This is an optimization exercise on Yosys and OpenROAD, whose aim is small area and a short achievable clock period, not a production implementation. In this exercise RTL edits were held to simulation tests only and were not proved equivalent to the original. No activity file was given, so power comes from the tool's default toggle rates.

## alu_top
module alu_top (
    input  logic        clk,
    input  logic        rst,
    input  logic        valid_instruction,
    input  logic [5:0]  opcode,
    input  logic [31:0] operand_a,
    input  logic [31:0] operand_b,
    input  logic        use_immediate,
    input  logic [31:0] immediate_value,
    output logic        resp_valid,
    output logic [31:0] resp_result,
    output logic        resp_carry,
    output logic        resp_overflow,
    output logic        resp_zero,
    output logic        resp_negative
);
    int_alu_core u_core (
        .clk               (clk),
        .rst               (rst),
        .valid_instruction (valid_instruction),
        .opcode            (opcode),
        .operand_a         (operand_a),
        .operand_b         (operand_b),
        .use_immediate     (use_immediate),
        .immediate_value   (immediate_value),
        .resp_valid        (resp_valid),
        .resp_result       (resp_result),
        .resp_carry        (resp_carry),
        .resp_overflow     (resp_overflow),
        .resp_zero         (resp_zero),
        .resp_negative     (resp_negative)
    );
endmodule
export LEC_CHECK = 0
export CAP_MARGIN = 20
export CORE_MARGIN = 2
export CORE_UTILIZATION = 50
export CTS_BUF_LIST = sky130_fd_sc_hd__clkbuf_8
export SETUP_SLACK_MARGIN = 3.2
export SLEW_MARGIN = 20
export TNS_END_PERCENT = 100
create_clock -name core_clock -period 6.0 [get_ports {clk}]
standard.sh (not shown) runs the stock make flow with config.mk's settings and CLKGATE_MAP_FILE= SYNTH_SCRIPT=/design/flow/synth_recipe.tcl, a recipe that flattens the netlist after the stock synthesis.
==> flow/flow/run.sh <==
#!/bin/bash
# Own layout flow: the standard ORFS flow (standard.sh, standard synthesis
# unchanged) with two sizing changes: the I/O port buffers are inserted as
# buf_1 cells instead of the cell buffer_ports picks by default, and the
# resizer may swap cells across footprints (MATCH_CELL_FOOTPRINT=0), so those
# buffers and the logic can be upsized where timing needs it.
set -euo pipefail
export BUFFER_PORTS_ARGS="-buffer_cell sky130_fd_sc_hd__buf_1"
bash standard.sh MATCH_CELL_FOOTPRINT=0 finish > flow_make.log 2>&1
Then changed:
--- a/flow/design.v
+++ b/flow/design.v
@@ -42,16 +42,17 @@
     output logic [4:0]  mn_q,          
     output logic        cin_q,         
     output logic        inv_q,         
     output logic        valid_q,
     output logic        arith_q,       
     output logic        sat_q,         
     output logic [2:0]  lut_q,         
-    output logic        khi_q,         
-    output logic        klo_q,         
+    output logic        rot_q,         
+    output logic        shr_q,         
+    output logic        shl_q,         
     output logic        fill_q,        
     output logic        cmpu_q,
     output logic        cmps_q,
     output logic        cmpeq_q
 );
     logic        sel_imm, sel_reg;
     logic [31:0] b_c;
@@ -113,27 +114,29 @@
     end
     always_ff @(posedge clk or posedge rst) begin
         if (rst) begin
             valid_q <= 1'b0;
             arith_q <= 1'b0;
             sat_q   <= 1'b0;
             lut_q   <= 3'b000;
-            khi_q   <= 1'b0;
-            klo_q   <= 1'b0;
+            rot_q   <= 1'b0;
+            shr_q   <= 1'b0;
+            shl_q   <= 1'b0;
             fill_q  <= 1'b0;
             cmpu_q  <= 1'b0;
             cmps_q  <= 1'b0;
             cmpeq_q <= 1'b0;
         end else begin
             valid_q <= valid_instruction;
             arith_q <= valid_instruction & d_arith;
             sat_q   <= valid_instruction & d_sat;
             lut_q   <= {3{valid_instruction}} & d_lut;
-            khi_q   <= valid_instruction & (d_rot | d_shl);
-            klo_q   <= valid_instruction & (d_rot | d_shr | (d_shl & ~|n));
+            rot_q   <= valid_instruction & d_rot;
+            shr_q   <= valid_instruction & d_shr;
+            shl_q   <= valid_instruction & d_shl;
             fill_q  <= valid_instruction & d_fill;
             cmpu_q  <= valid_instruction & d_cmpu;
             cmps_q  <= valid_instruction & d_cmps;
             cmpeq_q <= valid_instruction & d_cmpeq;
         end
     end
 endmodule
@@ -180,34 +183,37 @@
 endmodule
 module logic_shift_unit (
     input  logic [31:0] p,
     input  logic [31:0] g,
     input  logic [4:0]  m,
     input  logic [4:0]  mn,
     input  logic [2:0]  lut,
-    input  logic        khi,           
-    input  logic        klo,           
+    input  logic        rot,
+    input  logic        shr,
+    input  logic        shl,
     input  logic        fill,
     output logic [31:0] out
 );
     logic [31:0] r [0:4];       
     logic [31:0] hi;            
     logic [31:0] keep;
     logic [31:0] k0, k1;        
+    logic        mz;
     logic [31:0] ge;            
     assign ge = 32'hFFFF_FFFF << m;
     assign r[0] = p;
     rot_by1 u_rot1 (.x (r[0]), .s (m[0]), .sn (mn[0]), .yn (r[1]));
     rot_by2 u_rot2 (.x (r[1]), .s (m[1]), .sn (mn[1]), .yn (r[2]));
     rot_by4 u_rot4 (.x (r[2]), .s (m[2]), .sn (mn[2]), .yn (r[3]));
     rot_by8 u_rot8 (.x (r[3]), .s (m[3]), .sn (mn[3]), .yn (r[4]));
+    assign mz   = ~|m;
     for (genvar i = 0; i < 32; i++) begin : g_hi
         assign hi[i] = ~ge[31-i];                      
     end
-    assign keep = (hi & {32{khi}}) | (~hi & {32{klo}});
+    assign keep = {32{rot}} | ({32{shr}} & ~hi) | ({32{shl}} & (hi | {32{mz}}));
     assign k0   = keep & {32{mn[4]}};
     assign k1   = keep & {32{m[4]}};
     assign out = (r[4] & k0)
                | ({r[4][15:0], r[4][31:16]} & k1)
                | ({32{fill & p[31]}} & hi)
                | (g & {32{lut[2]}})
                | (p & {32{lut[1]}})
@@ -329,31 +335,31 @@
     output logic        resp_overflow,
     output logic        resp_zero,
     output logic        resp_negative
 );
     logic [31:0] p, g, ls_out;
     logic [32:0] c;
     logic [4:0]  m, mn;
-    logic        cin, inv, valid, arith, sat, khi, klo, fill, cmpu, cmps, cmpeq;
+    logic        cin, inv, valid, arith, sat, rot, shr, shl, fill, cmpu, cmps, cmpeq;
     logic [2:0]  lut;
     logic        flag;
     operand_stage u_operand_stage (
         .clk (clk), .rst (rst),
         .valid_instruction (valid_instruction), .opcode (opcode),
         .operand_a (operand_a), .operand_b (operand_b),
         .use_immediate (use_immediate), .immediate_value (immediate_value),
         .p_q (p), .g_q (g), .m_q (m), .mn_q (mn), .cin_q (cin), .inv_q (inv), .valid_q (valid),
-        .arith_q (arith), .sat_q (sat), .lut_q (lut), .khi_q (khi), .klo_q (klo),
-        .fill_q (fill), .cmpu_q (cmpu), .cmps_q (cmps), .cmpeq_q (cmpeq)
+        .arith_q (arith), .sat_q (sat), .lut_q (lut), .rot_q (rot), .shr_q (shr),
+        .shl_q (shl), .fill_q (fill), .cmpu_q (cmpu), .cmps_q (cmps), .cmpeq_q (cmpeq)
     );
     adder_unit u_adder_unit (
         .p (p), .g (g), .cin (cin), .c (c)
     );
     logic_shift_unit u_logic_shift_unit (
-        .p (p), .g (g), .m (m), .mn (mn), .lut (lut), .khi (khi), .klo (klo),
+        .p (p), .g (g), .m (m), .mn (mn), .lut (lut), .rot (rot), .shr (shr), .shl (shl),
         .fill (fill), .out (ls_out)
     );
     compare_unit u_compare_unit (
         .p (p), .g31 (g[31]), .c31 (c[31]), .cout (c[32]), .inv (inv),
         .cmpu (cmpu), .cmps (cmps), .cmpeq (cmpeq), .flag (flag)
     );
     result_stage u_result_stage (
Outcome:
- The changed run finished clean
- power grows by a few percent
- sequential share of layout area grows by 0.26 points
- sequential power stays flat
- core utilization grows by 0.35 points
- synthesized cell count grows slightly
- register-to-register slack gets worse by 0.02 ns
- count of clock-buffer cells in the layout grows by 2
- first-iteration DRC count grows by a few percent
- maximum frequency grows slightly
- setup slack gets better by 0.029 ns
- via count grows slightly
- die area shrinks slightly

[static timing again, ports no longer ideal]
The results above use ideal ports. As a check the final layouts listed here were re-extracted and re-timed, cells and wires unchanged. Step 1 assumes that a clkbuf_16 drives the clock port and a buf_2 every other input. Step 2, shift: input delay + t, output delay - t, t = (earliest + latest rising clock arrival at the registers) / 2. This alone moves slack from input paths to output paths. a / b / c = ideal / step 1 / step 2; a / b = the first two.
| run | t (ns) | setup slack, ns | hold WS [ns] | latest minus earliest clock arrival (ns) | worst data-port slew with drivers (ns) |
|---|---|---|---|---|---|
| the first run | 0.492 | 3.148 / 3.108 / 2.887 | 0.355 / 0.355 / 0.355 | 0.013 / 0.012 | 0.04 |
| the second run | 0.502 | 3.177 / 3.137 / 2.908 | 0.516 / 0.516 / 0.516 | 0.023 / 0.023 | 0.04 |
After both steps setup and hold are still met in every run listed. For the second run, which loses most, drivers alone change the setup slack by -0.040 ns; drivers and shift together by -0.269 ns.
